Source: an optimization exercise on an open RTL-to-GDS flow (aim: small area and few clock cycles). Production flows keep margins and buffers that such runs may drop. RTL that was checked went through simulation tests only; none was proved equivalent to the original. No functional check of the RTL was part of run 1. Power figures rest on the tool's default switching activity, not on a simulated workload.

[design/flow/flow/run.sh]
#!/bin/bash
# The standard layout with three changes: ABC maps for area (no buffering or
# sizing, which the placement repair does anyway), the ports get the smallest
# buffer, and the clock tree uses clkbuf_8 leaves without dummy loads.
set -euo pipefail
cd "$(dirname "$0")/.."
W=$PWD
rm -rf "$W/scripts_mod"
cp -r "$FLOW_HOME/scripts" "$W/scripts_mod"
cp "$W/flow/abc_area.script" "$W/scripts_mod/abc_speed.script"
export SCRIPTS_DIR="$W/scripts_mod"
export BUFFER_PORTS_ARGS="-buffer_cell sky130_fd_sc_hd__buf_1"
export CTS_ARGS="-sink_clustering_enable -repair_clock_nets -dont_use_dummy_load -buf_list sky130_fd_sc_hd__clkbuf_8 -sink_clustering_size 18 -sink_clustering_max_diameter 50"
bash standard.sh > standard_flow.log 2>&1
[design/flow/flow/abc_area.script]
&get -n
&st
&dch
&nf -R 1000
&put
[design/flow/standard.sh]
#!/bin/bash
# synth_recipe.tcl (not shown) runs the flow's synth.tcl, then flattens the netlist and writes it again
# the make line also repeats each setting of config.mk as NAME=value (left out here)
make -C /OpenROAD-flow-scripts/flow DESIGN_CONFIG=/design/flow/config.mk WORK_HOME=/design/flow/orfs CLKGATE_MAP_FILE= SYNTH_SCRIPT=/design/flow/synth_recipe.tcl "${@:-finish}"
[design/flow/config.mk]
export PLATFORM = sky130hd
export DESIGN_NAME = ka_top
export DESIGN_NICKNAME = ka_top
export VERILOG_FILES = /design/flow/design.v
export SDC_FILE = /design/flow/constraint.sdc
export NUM_CORES = 4
export LEC_CHECK = 0
export CAP_MARGIN = 20
export CORE_MARGIN = 2
export CORE_UTILIZATION = 60
export SLEW_MARGIN = 20
[design/flow/constraint.sdc]
create_clock -name core_clock -period 10.0 [get_ports {clk}]
set_input_delay 2.0000 -clock core_clock [delete_from_list [all_inputs] [get_ports {clk}]]
set_output_delay 2.0000 -clock core_clock [all_outputs]
set_load 0.01 [all_outputs]
[design/flow/design.v]
`timescale 1ns/1ps
package ka_pkg;
	localparam int WORD_W = 36;
	localparam int ADDR_W = 18;
	localparam int FM_ADDR_W = 4;
	localparam int FM_WORDS = 1 << FM_ADDR_W;
	localparam int NXM_CYCLES = 64;
	localparam int NXM_CNT_W = $clog2(NXM_CYCLES);
	typedef logic [0:WORD_W-1] word_t;
	typedef logic [WORD_W-ADDR_W:WORD_W-1] addr_t;
	typedef logic [WORD_W-FM_ADDR_W:WORD_W-1] fm_addr_t;
	typedef enum logic [1:0] {
		KS_IDLE,
		KS_WAIT_FM,	 
		KS_WAIT_CORE,	 
		KS_FINISH	 
	} key_state_t;
	typedef enum logic [1:0] {
		MC_IDLE,
		MC_ADR_WAIT,	 
		MC_RD_WAIT,
		MC_WR_RS	 
	} mc_state_t;
endpackage
`timescale 1ns/1ps
import ka_pkg::*;
module ka_top (
	input logic clk,
	input logic pi_reset,
	input logic key_exa,
	input logic key_ex_nxt,
	input logic key_dep,
	input logic key_dep_nxt,
	input logic fm_enable_sw,
	input ka_pkg::addr_t as,
	input ka_pkg::word_t ds,
	output ka_pkg::word_t ar,
	output ka_pkg::addr_t ma,
	output logic key_busy,
	output logic key_done,
	output logic nxm,
	input logic membus_addr_ack,
	input logic membus_rd_rs,
	input ka_pkg::word_t membus_mb_in,
	output logic membus_rq_cyc,
	output logic membus_rd_rq,
	output logic membus_wr_rq,
	output logic membus_wr_rs,
	output ka_pkg::addr_t membus_ma,
	output ka_pkg::word_t membus_mb_out
);
	localparam int FA = WORD_W - FM_ADDR_W;	 
	localparam int NW = 3;
	localparam logic [4*NW-1:0] WA = {4'd10, 4'd5, 4'd0};	 
	localparam logic [5:0] LFSR_SEED = 6'b000001;
	localparam logic [5:0] LFSR_TERM = 6'b100000;
	localparam logic [5:0] LFSR_NXM = 6'b000010;
	ka_pkg::word_t rw [0:FM_WORDS-1];
	logic rv [0:FM_WORDS-1];	 
	logic [3:0] ptr;
	ka_pkg::word_t ar_q;
	logic inflight;	 
	logic dep_f;
	logic fm_wait;	 
	logic fm_done;	 
	logic rq_pend;	 
	logic rd_wait;	 
	logic [5:0] lfsr;
	logic key_any;
	logic key_next;
	logic key_dep_any;
	logic accept;
	logic to_fm;
	ka_pkg::addr_t ma_next;
	logic rd_end;
	logic nxm_end;
	logic rq_start;
	logic [3:0] d_acc;
	logic [3:0] d_cur;
	logic al_acc;
	logic al_cur;
	logic [1:0] tap_sel;
	logic rd_now;
	logic ld_tap;
	logic s_ds;
	logic s_mb;
	logic s_q;
	logic fm_wr;
	logic wal_acc;
	logic wal_cur;
	logic wsel;
	ka_pkg::word_t ar_d;
	assign key_any = key_exa | key_ex_nxt | key_dep | key_dep_nxt;
	assign key_next = ~key_exa & (key_ex_nxt | ~key_dep & key_dep_nxt);
	assign key_dep_any = ~key_exa & ~key_ex_nxt & (key_dep | key_dep_nxt);
	assign ma_next = key_next ? ma + 1'b1 : as;	 
	assign to_fm = fm_enable_sw && ma_next[WORD_W-ADDR_W:FA-1] == '0;
	assign rd_end = rd_wait & membus_rd_rs;
	assign nxm_end = inflight & nxm & lfsr == LFSR_NXM;
	assign membus_wr_rs = membus_rq_cyc & dep_f & membus_addr_ack;
	assign key_done = fm_done | nxm_end | membus_wr_rs | rd_end;
	assign key_busy = inflight & ~key_done;
	assign accept = key_any & ~key_busy;
	assign membus_rd_rq = membus_rq_cyc & ~dep_f;
	assign membus_wr_rq = membus_rq_cyc & dep_f;
	assign membus_ma = ma;
	assign membus_mb_out = ar_q;
	assign ar = rd_end ? membus_mb_in : ar_q;
	assign d_acc = ptr - ma_next[FA:WORD_W-1];
	assign d_cur = ptr - ma[FA:WORD_W-1];
	always_comb begin
		wal_acc = 1'b0;
		wal_cur = 1'b0;
		for (int m = 0; m < NW; m++) begin
			wal_acc = wal_acc | d_acc == WA[4*m +: 4];
			wal_cur = wal_cur | d_cur == WA[4*m +: 4];
		end
	end
	assign al_acc = key_dep_any ? wal_acc : d_acc[1:0] == '0;
	assign al_cur = dep_f ? wal_cur : d_cur[1:0] == '0;
	assign tap_sel = accept ? d_acc[3:2] : d_cur[3:2];
	assign rd_now = fm_wait & ~dep_f & al_cur;
	assign ld_tap = ~pi_reset & (accept ? ~key_dep_any & to_fm & al_acc : rd_now);
	assign s_ds = ~pi_reset & accept & key_dep_any;
	assign s_mb = ~pi_reset & ~accept & rd_end;
	assign s_q = ~pi_reset & ~accept & ~rd_now & ~rd_end;
	always_comb begin
		ar_d = ({WORD_W{s_ds}} & ds) | ({WORD_W{s_mb}} & membus_mb_in) |
			({WORD_W{s_q}} & ar_q);
		for (int j = 0; j < 4; j++)
			ar_d = ar_d | ({WORD_W{ld_tap & tap_sel == 2'(j) & rv[4*j]}} & rw[4*j]);
	end
	always_ff @(posedge clk)
		ar_q <= ar_d;
	assign fm_wr = fm_done & dep_f;
	always_ff @(posedge clk) begin
		for (int i = 0; i < FM_WORDS; i++) begin
			wsel = 1'b0;
			for (int m = 0; m < NW; m++)
				if (i == int'(WA[4*m +: 4]) + 2 && d_cur == WA[4*m +: 4] + 4'd1)
					wsel = 1'b1;
			if (fm_wr && wsel) begin
				rw[i] <= ar_q;
				rv[i] <= ~pi_reset;
			end else begin
				rw[i] <= rw[(i + FM_WORDS - 1) % FM_WORDS];
				rv[i] <= ~pi_reset & rv[(i + FM_WORDS - 1) % FM_WORDS];
			end
		end
	end
	assign rq_start = accept & ~to_fm & ~membus_wr_rs | rq_pend;
	always_ff @(posedge clk)
		lfsr <= rq_start ? LFSR_SEED : {lfsr[4:0], lfsr[5] ^ lfsr[4]};
	always_ff @(posedge clk) begin
		if (pi_reset) begin
			ptr <= '0;
			inflight <= 1'b0;
			fm_wait <= 1'b0;
			fm_done <= 1'b0;
			rq_pend <= 1'b0;
			rd_wait <= 1'b0;
			membus_rq_cyc <= 1'b0;
			ma <= '0;
			nxm <= 1'b0;
		end else begin
			ptr <= ptr + 1'b1;
			fm_done <= 1'b0;
			rq_pend <= 1'b0;
			if (key_done)
				inflight <= 1'b0;
			if (fm_wait && al_cur) begin
				fm_wait <= 1'b0;
				fm_done <= 1'b1;
			end
			if (rq_pend)
				membus_rq_cyc <= 1'b1;
			if (membus_rq_cyc) begin
				if (membus_addr_ack) begin
					membus_rq_cyc <= 1'b0;
					rd_wait <= ~dep_f;
				end else if (lfsr == LFSR_TERM) begin
					membus_rq_cyc <= 1'b0;
					nxm <= 1'b1;
				end
			end
			if (rd_end)
				rd_wait <= 1'b0;
			if (accept) begin
				inflight <= 1'b1;
				ma <= ma_next;
				dep_f <= key_dep_any;
				nxm <= 1'b0;
				if (to_fm) begin
					if (al_acc)
						fm_done <= 1'b1;
					else
						fm_wait <= 1'b1;
				end else if (membus_wr_rs)
					rq_pend <= 1'b1;
				else
					membus_rq_cyc <= 1'b1;
			end
		end
	end
endmodule
==> summary.log, run 1 <==
INFO  status         run_status=complete, no violations
INFO  finish         final.fill_count=2174
INFO  pwr            p_leak=0.00776uW
INFO  sta            tcrit_tclk_final=0.557
INFO  finish         design.final.nets=1585
INFO  drt            detail_route.iter0.violations=776
INFO  clocking       cts_hold_buffers=0
INFO  clocking       cts.sinks=664
INFO  clocking       cts-htree-levels=2
INFO  finish         final_layout_size_suffix_gt1_frac=0.0489
INFO  yosys          syn_area=17600squm
INFO  drt            drt-total-wl=32300um
INFO  die            floorplan.core_area=28800squm
INFO  finish         syn2layout_area_growth=11.0%
INFO  run            drv_cap=0
INFO  worst_setup_path path_common_cell=nand3_1
INFO  worst_setup_path worst-endpoint-required=10.51ns
INFO  worst_setup_path cp_slowest_cell=o21bai_2
INFO  yosys          ys.warnings.count=3
INFO  yosys          synth_cell_type_count=39
INFO  sta            setup_violations=0
INFO  sta            timing.fmax=180MHz
INFO  worst_setup_path critical_setup_path_kind=input port to flop
INFO  yosys          synthesis.nets=1328
INFO  global_routing grt_overflow_total=0
INFO  die            initial_core_util=0.612
INFO  clocking       post_cts_buffers=0
INFO  worst_setup_path critical-path-max-stage-delay=0.58ns
INFO  sta            tns=0ns
INFO  sta            fin_skew=0.0657ns
INFO  global_routing groute.usage.overall=0.211
INFO  global_routing met3_layer_usage_reported_by_global_route=0.0316
INFO  drt            dr_total_vias=9777
INFO  sta            hold-worst-slack=0.293ns
INFO  global_routing global_route.peak_usage_layer=met2
INFO  clocking       cts_tree=yes
INFO  place          io_buffers=213
INFO  die            die_footprint=30800squm
INFO  sta            worst_slew_pin_slew=0.955ns
INFO  sta            rsz0062_at_grt=false
INFO  drt            vias_per_cell=5.26
INFO  drt            avgRoutedWirePerCell=17.4um
INFO  worst_setup_path cp-end-kind=flop
INFO  finish         layout_cells_excl_fill=1857
INFO  global_routing grt_max_degree=38
INFO  drt            detail_route.drc_violations=0
INFO  clocking       clock-root-buffer=clkbuf_8
INFO  global_routing grt_first_pass_wirelength=51100um
INFO  yosys          syn_avg_cell_area=14.5squm
INFO  clocking       cts_buffer_depth=3
INFO  die            die-width=175um
INFO  place          post-place-cells=1810
INFO  drt            drt.antenna.violating_nets=0
INFO  yosys          syn-instance-count=1218
INFO  sta            maxSlewHeadroom=0.361
INFO  global_routing globalRouteMet1Util=0.306
INFO  global_routing grt_antenna_before_repair=0
INFO  worst_setup_path crit_path_cell_trace=buf_1, nor2b_1, o21bai_2, o21ai_0, nor3_1, nand3_1, or4_1, nor4_1, nand3_1, o31a_1, nor2_4, buf_4, a222oi_1, nand3_1
INFO  place          post-dp-hpwl=19400um
INFO  pwr            power.ir.vdd_worst=0.000125V
INFO  yosys          ys_seq_area_frac=0.755
INFO  worst_setup_path cp_max_fo=21
INFO  sta            layout_min_cycle_time=5.57ns
INFO  finish         num_antenna_cells=0
INFO  die            vert_die_dim=175um
INFO  clocking       clk_pin_slew=0.10ns
INFO  clocking       worst_skew_pair.late_latency=0.58ns
INFO  clocking       cts_buffers=47
INFO  clocking       cts.repair.resized=0
INFO  sta            hold_violations=0
INFO  yosys          ys_seq_elements=664
INFO  worst_setup_path arrival=6.08ns
INFO  drt            drt_pass1_iterations=7
INFO  global_routing grt_pass1_vias=9388
INFO  global_routing met2_usage=0.337
INFO  sta            maxSlewViolCount=0
INFO  worst_setup_path timing.critical_path.from_type=input port
INFO  worst_hold_path class_of_the_tightest_hold_or_removal_check=flop to flop
INFO  die            std_cell_rows=62
INFO  place          gp_congestion=0.780
INFO  die            pin_count=214
INFO  pwr            pwr_density_cell=206nW/um^2
## critical path: cells and delay by family
kind,cells,cell delay [ns]
compound gates,4,1.28
buf+inv,2,0.52
simple gates,8,2.26
## flip-flops by register name, summed over array words and instances (netlist names)
name and flops:
rw 576, ar_q 36, ma 18, rv 16
lfsr 6, ptr 4, dep_f 1, fm_done 1
fm_wait 1, inflight 1, membus_rq_cyc 1, nxm 1
rd_wait 1, rq_pend 1
## through the flow
step	setup WS (ns)	power, uW	util	instance area [sq um]
floorplan	1.79	2870	-	17600
detailed placement	3.87	2940	0.657	18900
CTS	4.47	4060	0.680	19600
global placement	3.48	2930	0.657	18900
global route	4.07	4190	0.680	19600
finish	4.43	4020	0.680	19600
## worst paths after layout
check	startpoint	slack (ns)	cells past startpoint	endpoint
hold reg to reg	rw[14][19]$_DFF_P_	0.29	0	rw[15][19]$_DFF_P_
setup reg to reg	ma[35]$_SDFFE_PP0P_	5.36	16	ar_q[27]$_DFF_P_
hold / removal	rw[14][19]$_DFF_P_	0.29	0	rw[15][19]$_DFF_P_
setup / recovery	key_dep_nxt	4.43	14	ar_q[27]$_DFF_P_
## cell families after synthesis
| kind of cell | Yosys count | synth area share |
|---|---|---|
| mux | 146 | 0.0932 |
| buf+inv | 31 | 0.0104 |
| fa+ha+maj | 11 | 0.00866 |
| flops | 664 | 0.755 |
| xor+xnor | 26 | 0.0129 |
| simple gates | 210 | 0.0577 |
| compound gates | 130 | 0.0622 |
## placed cells by master (no fill, tap or decap), types with 6 or more instances in the layout
master      n
xor2_1     11
nor2b_1    17
mux2_1    144
nor2_1     30
nor4_1      8
dfxtp_1   663
clkinv_1   13
nand4_1     6
a222oi_1   72
buf_1     213
ha_1        9
a22o_1     15
buf_4      13
o21ai_0    15
xnor2_1    15
clkbuf_8   47
and2_0      7
nor3_1      9
nand2_1    60
nand3_1    50
a21oi_1    18
## power breakdown
group	internal (uW)	switching, uW
clock network	423	726
registers	2660	28.1
logic	72.2	111
total	3160	865
## cell usage after synthesis
cell	count	share of area
dfxtp_1	663	0.75
mux2_1	144	0.092
a222oi_1	72	0.041
nand2_1	61	0.013
nand3_1	50	0.014
nor2_1	32	0.0068
a21oi_1	18	0.0051
buf_4	18	0.0077
nor2b_1	17	0.0060
a22o_1	15	0.0075
o21ai_0	15	0.0043
xnor2_1	15	0.0075
clkinv_1	13	0.0028
nor3_1	11	0.0031
xor2_1	11	0.0055
and2_0	9	0.0032
ha_1	9	0.0064
nor4_1	8	0.0028
nand4_1	6	0.0021
a31oi_1	3	0.0011
nand2b_1	3	0.0011
and3_1	2	0.00071
fa_1	2	0.0023
mux2i_1	2	0.0011
nor3b_1	2	0.00085
nor4b_1	2	0.00099
or2_0	2	0.00071
or3_1	2	0.00071
a211oi_1	1	0.00043
a21o_1	1	0.00043
a221o_1	1	0.00057
a41oi_1	1	0.00050
and4_1	1	0.00050
edfxtp_1	1	0.0017
nand3b_1	1	0.00043
o21ba_1	1	0.00057
o21bai_1	1	0.00043
o31a_1	1	0.00050
or4_1	1	0.00043
## area by class of cell
cell class | count | area, sq um | share of cell area
clock buffers | 47 | 647 | 0.0331
inverters | 13 | 48.8 | 0.00249
multi-input cells | 523 | 4180 | 0.214
flip-flops and latches | 664 | 13300 | 0.680
well taps | 384 | 480 | 0.0246
repair buffers | 226 | 897 | 0.0459
## layer usage
metal  vias up  share of wire
met5         -              0
met3        42          0.048
li1       4791              -
met4         0          0.015
met1      4702           0.49
met2       242           0.45
==> inputs of run 2 (changes only) <==
--- a/design/flow/design.v
+++ b/design/flow/design.v
@@ -50,8 +50,6 @@
 	output ka_pkg::word_t membus_mb_out
 );
 	localparam int FA = WORD_W - FM_ADDR_W;	 
-	localparam int NW = 3;
-	localparam logic [4*NW-1:0] WA = {4'd10, 4'd5, 4'd0};	 
 	localparam logic [5:0] LFSR_SEED = 6'b000001;
 	localparam logic [5:0] LFSR_TERM = 6'b100000;
 	localparam logic [5:0] LFSR_NXM = 6'b000010;
@@ -83,12 +81,8 @@
 	logic rd_now;
 	logic ld_tap;
 	logic s_ds;
-	logic s_mb;
 	logic s_q;
 	logic fm_wr;
-	logic wal_acc;
-	logic wal_cur;
-	logic wsel;
 	ka_pkg::word_t ar_d;
 	assign key_any = key_exa | key_ex_nxt | key_dep | key_dep_nxt;
 	assign key_next = ~key_exa & (key_ex_nxt | ~key_dep & key_dep_nxt);
@@ -105,28 +99,18 @@
 	assign membus_wr_rq = membus_rq_cyc & dep_f;
 	assign membus_ma = ma;
 	assign membus_mb_out = ar_q;
-	assign ar = rd_end ? membus_mb_in : ar_q;
+	assign ar = ar_q | {WORD_W{rd_end}} & membus_mb_in;
 	assign d_acc = ptr - ma_next[FA:WORD_W-1];
 	assign d_cur = ptr - ma[FA:WORD_W-1];
-	always_comb begin
-		wal_acc = 1'b0;
-		wal_cur = 1'b0;
-		for (int m = 0; m < NW; m++) begin
-			wal_acc = wal_acc | d_acc == WA[4*m +: 4];
-			wal_cur = wal_cur | d_cur == WA[4*m +: 4];
-		end
-	end
-	assign al_acc = key_dep_any ? wal_acc : d_acc[1:0] == '0;
-	assign al_cur = dep_f ? wal_cur : d_cur[1:0] == '0;
+	assign al_acc = key_dep_any ? d_acc[2:0] == '0 : d_acc[1:0] == '0;
+	assign al_cur = dep_f ? d_cur[2:0] == '0 : d_cur[1:0] == '0;
 	assign tap_sel = accept ? d_acc[3:2] : d_cur[3:2];
 	assign rd_now = fm_wait & ~dep_f & al_cur;
 	assign ld_tap = ~pi_reset & (accept ? ~key_dep_any & to_fm & al_acc : rd_now);
 	assign s_ds = ~pi_reset & accept & key_dep_any;
-	assign s_mb = ~pi_reset & ~accept & rd_end;
-	assign s_q = ~pi_reset & ~accept & ~rd_now & ~rd_end;
+	assign s_q = ~pi_reset & ~accept & ~rd_now;
 	always_comb begin
-		ar_d = ({WORD_W{s_ds}} & ds) | ({WORD_W{s_mb}} & membus_mb_in) |
-			({WORD_W{s_q}} & ar_q);
+		ar_d = ({WORD_W{s_ds}} & ds) | ({WORD_W{s_q}} & ar);
 		for (int j = 0; j < 4; j++)
 			ar_d = ar_d | ({WORD_W{ld_tap & tap_sel == 2'(j) & rv[4*j]}} & rw[4*j]);
 	end
@@ -135,11 +119,7 @@
 	assign fm_wr = fm_done & dep_f;
 	always_ff @(posedge clk) begin
 		for (int i = 0; i < FM_WORDS; i++) begin
-			wsel = 1'b0;
-			for (int m = 0; m < NW; m++)
-				if (i == int'(WA[4*m +: 4]) + 2 && d_cur == WA[4*m +: 4] + 4'd1)
-					wsel = 1'b1;
-			if (fm_wr && wsel) begin
+			if (i % 8 == 2 && fm_wr && d_cur[3] == 1'(i / 8)) begin
 				rw[i] <= ar_q;
 				rv[i] <= ~pi_reset;
 			end else begin
==> design/flow/run.sh (new file) <==
#!/bin/bash
# synth_recipe.tcl (not shown) runs the flow's synth.tcl, then flattens the netlist and writes it again
# the make line also repeats each setting of config.mk as NAME=value (left out here)
make -C /OpenROAD-flow-scripts/flow DESIGN_CONFIG=/design/flow/config.mk WORK_HOME=/design/flow/orfs CLKGATE_MAP_FILE= SYNTH_SCRIPT=/design/flow/synth_recipe.tcl finish
--- a/design/flow/config.mk
+++ b/design/flow/config.mk
@@ -8,4 +8,7 @@
 export CAP_MARGIN = 20
 export CORE_MARGIN = 2
 export CORE_UTILIZATION = 60
+export CTS_BUF_LIST = sky130_fd_sc_hd__clkbuf_8
+export CTS_CLUSTER_DIAMETER = 50
+export CTS_CLUSTER_SIZE = 18
 export SLEW_MARGIN = 20
removed: design/flow/flow/run.sh
removed: design/flow/flow/abc_area.script
removed: design/flow/standard.sh
==> run 2 against run 1 <==
Effect of this change:
- sequential share of layout area down 9.0 points
- sequential cell count unchanged
- fmax down 9.1%
- largest power group unchanged
- critical path depth down 8
- via count up 31%
- critical path type is now input port to primary output
- still clean on timing, DRC and antenna
- non-clock buffer count up 2
- cell area up 15%
- sequential power about the same
==> summary.log, run 2 <==
INFO  die            die_footprint=33800squm
INFO  worst_setup_path worst-endpoint-required=8.00ns
INFO  clocking       post_cts_buffers=0
INFO  clocking       cts-htree-levels=2
INFO  yosys          synth_largest_area_cell=dfxtp_1
INFO  drt            drt-total-wl=43600um
INFO  yosys          synth-adder-area-share=0.00748
INFO  drt            vias_per_cell=5.73
INFO  sta            tcrit_tclk_final=0.612
INFO  sta            maxSlewViolCount=0
INFO  yosys          synthArstFlopShare=0
INFO  yosys          syn-instance-count=1656
INFO  yosys          yosys.area_share.xor_xnor=0.0103
INFO  drt            dr_total_vias=12.9k
INFO  finish         reg_with_most_ffs=rw
INFO  sta            worst_slew_pin_slew=1.19ns
INFO  yosys          synth_cell_type_count=65
INFO  yosys          ys.warnings.count=3
INFO  worst_setup_path arrival=4.12ns
INFO  yosys          synth_commonest_cells=663 x dfxtp_1, 174 x nand2_1, 120 x nand3_1
INFO  finish         final_cell_mix=659 x dfxtp_1, 212 x clkdlybuf4s50_1, 174 x nand2_1
INFO  drt            avgRoutedWirePerCell=19.5um
INFO  yosys          main_combinational_cell_family_by_area_after_synthesis=simple AND/OR/NAND/NOR gates
INFO  clocking       cts_hold_buffers=0
INFO  finish         final_layout_size_suffix_gt1_frac=0.114
INFO  place          io_buffers=213
INFO  finish         layout_cells_excl_fill=2241
INFO  clocking       worst_skew_pair.late_latency=0.61ns
INFO  yosys          syn_area=19400squm
INFO  pwr            power.total=4390uW
INFO  drt            detail_route.iter0.violations=962
INFO  die            die-width=184um
INFO  die            initial_core_util=0.612
INFO  global_routing grt_max_degree=74
INFO  yosys          synthesis.nets=1766
INFO  worst_setup_path critical_setup_path_kind=input port to primary output
INFO  drt            detail_route.drc_violations=0
INFO  sta            layout_min_cycle_time=6.12ns
INFO  pwr            p_leak=0.00849uW
INFO  global_routing grt_pass1_vias=12.8k
INFO  die            pin_count=214
INFO  die            floorplan.core_area=31700squm
INFO  place          post-dp-hpwl=25400um
INFO  die            vert_die_dim=184um
INFO  place          post-place-cells=2174
INFO  sta            rsz0062_at_grt=false
INFO  drt            drt_pass1_iterations=5
INFO  clocking       clk_pin_slew=0.10ns
INFO  yosys          yosys-top-cells-area=dfxtp_1 68%, mux2_2 4.2%, nand2_1 3.4%, nand3_1 3.1%, o22ai_1 2.4%
INFO  sta            setup_violations=0
INFO  finish         syn2layout_area_growth=16.2%
INFO  finish         finalInstanceArea=22600squm
INFO  yosys          synth.mux.area_fraction=0.0455
INFO  yosys          ys_seq_area_frac=0.685
INFO  yosys          synth_edf_count=1
INFO  status         run_status=complete, no violations
INFO  sta            hold-worst-slack=0.311ns
INFO  yosys          synth_largest_type_area_fraction=0.684
INFO  yosys          synth_ff_type=dfxtp_1
INFO  yosys          synth_most_common_cell=dfxtp_1
INFO  place          placedInstanceArea=21700squm
INFO  sta            timing.fmax=163MHz
INFO  pwr            power.ir.vdd_worst=0.000162V
INFO  finish         design.final.nets=1932
INFO  clocking       cts.repair.resized=0
INFO  sta            maxSlewHeadroom=0.206
INFO  clocking       cts.sinks=664
INFO  place          gp_congestion=0.832
INFO  drt            drt.antenna.violating_nets=0
INFO  run            drv_cap=0
INFO  finish         flip_flop_count_of_the_largest_register_after_layout=576
INFO  worst_hold_path class_of_the_tightest_hold_or_removal_check=flop to flop
INFO  finish         layout_commonest_cell=dfxtp_1
INFO  worst_setup_path cp-end-kind=primary output
INFO  global_routing grt_antenna_before_repair=0
INFO  yosys          yosys.area_share.simple=0.111
INFO  finish         reg_top3=rw (576), ar_q (36), ma (18)
INFO  sta            hold_violations=0
INFO  global_routing groute.usage.overall=0.257
INFO  clocking       cts_buffer_depth=3
INFO  pwr            pwr_density_cell=195nW/um^2
INFO  sta            tns=0ns
INFO  worst_setup_path cp_max_fo=38
INFO  sta            fin_skew=0.0348ns
INFO  global_routing grt_overflow_total=0
INFO  clocking       cts_tree=yes
INFO  yosys          syn_avg_cell_area=11.7squm
INFO  yosys          synth-compound-area-share=0.107
INFO  worst_setup_path timing.critical_path.from_type=input port
INFO  clocking       clock-root-buffer=clkbuf_8
INFO  global_routing grt_first_pass_wirelength=68100um
INFO  die            std_cell_rows=65
INFO  yosys          ys_seq_elements=664
INFO  clocking       cts_buffers=48
INFO  finish         num_antenna_cells=0
==> run 2: cell count changes in the layout (fill, tap and decap cells not counted), sizes merged, moves of 41 or more <==
cell / delta
a222oi: -72
buf: -210
clkdlybuf4s50: +212
mux2: -72
nand2: +113
nand3: +76
o21ai: +41
o22ai: +74
==> run 2: worst max-delay path, stage by stage <==
cell and delay [ns]:
clkdlybuf4s50_1 0.44, and2_2 0.83, nor3_2 0.15, nand3_1 0.17
inv_2 0.05, clkdlybuf4s50_1 0.47
==> run 2: per-stage QoR <==
step / util / worst slack, ns
finish: 0.711 / 3.88
global route: 0.711 / 3.74
CTS: 0.711 / 3.85
detailed placement: 0.684 / 3.84
global placement: 0.682 / 3.91
floorplan: - / 5.01
==> run 2: layout make-up <==
cell class              instances  area [sq um]
well taps                     402           503
repair buffers                228          2270
clock inverters                18           190
flip-flops and latches        664         13300
fillers                      2327          9150
inverters                      18          67.6
clock buffers                  49           674
multi-input cells             862          5550
==> run 2: layer usage <==
metal	GRT usage	routed length (um)	up-vias
li1	-	-	6055
met1	0.345	19800	6218
met2	0.424	20200	476
met3	0.0394	2510	102
met4	0.0922	1150	0
met5	0	0	-
==> run 2: cell families after synthesis <==
kind of cell | Yosys count
buffers and inverters | 130
flip-flops | 664
AND/OR/NAND/NOR | 457
adder cells (fa/ha/maj) | 11
XOR/XNOR | 22
AO/OA/AOI/OAI | 294
multiplexers | 78
==> run 2: path summary, 6_finish.rpt <==
kind,slack [ns],to,start,cells after the start
worst max-delay path,3.88,key_busy,membus_rd_rs,6
worst min-delay path,0.31,rw[11][6]$_DFF_P_,rw[10][6]$_DFF_P_,0
worst max register to register,6.19,ar_q[14]$_DFF_P_,ma[34]$_SDFFE_PP0N_,14
worst min register to register,0.31,rw[11][6]$_DFF_P_,rw[10][6]$_DFF_P_,0
==> run 2: report_power, final <==
group / switching [uW] / leakage [uW] / internal (uW)
Combinational: 235 / 0.00267 / 147
Clock: 821 / 0.000454 / 503
Sequential: 24.9 / 0.00536 / 2660
Testbench counts of run 2, summed over its fixed seeds: cycles 30,042.

## what the ideal ports hide
In the flow no input, the clock included, has a driving cell. The finished layouts below were timed again as built, in two steps.
Step 1 (the two cells are an assumption about what drives the block):
set clk [get_ports {clk}]
set_driving_cell -lib_cell sky130_fd_sc_hd__clkbuf_16 $clk
set_driving_cell -lib_cell sky130_fd_sc_hd__buf_2 [delete_from_list [all_inputs] $clk]
Step 2 moves the port delays by t, midway between the first and last clock arrival at a register: inputs arrive t later, outputs are due t later. That takes back most of the time a late clock gives input paths.
a / b / c = ideal ports / drivers / drivers and shift; a / b = the first two.
run	t, ns	setup slack, ns	hold WS [ns]	slew at the worst register clock pin (ns)
run 1	0.597	4.432 / 4.453 / 3.856	0.293 / 0.293 / 0.293	0.10 / 0.10
run 2	0.639	3.877 / 3.852 / 3.852	0.311 / 0.311 / 0.311	0.11 / 0.11
After both steps setup and hold are still met in every run listed. The setup slack of run 1, which loses most, moves by +0.021 ns with the drivers and by -0.576 ns with both steps.
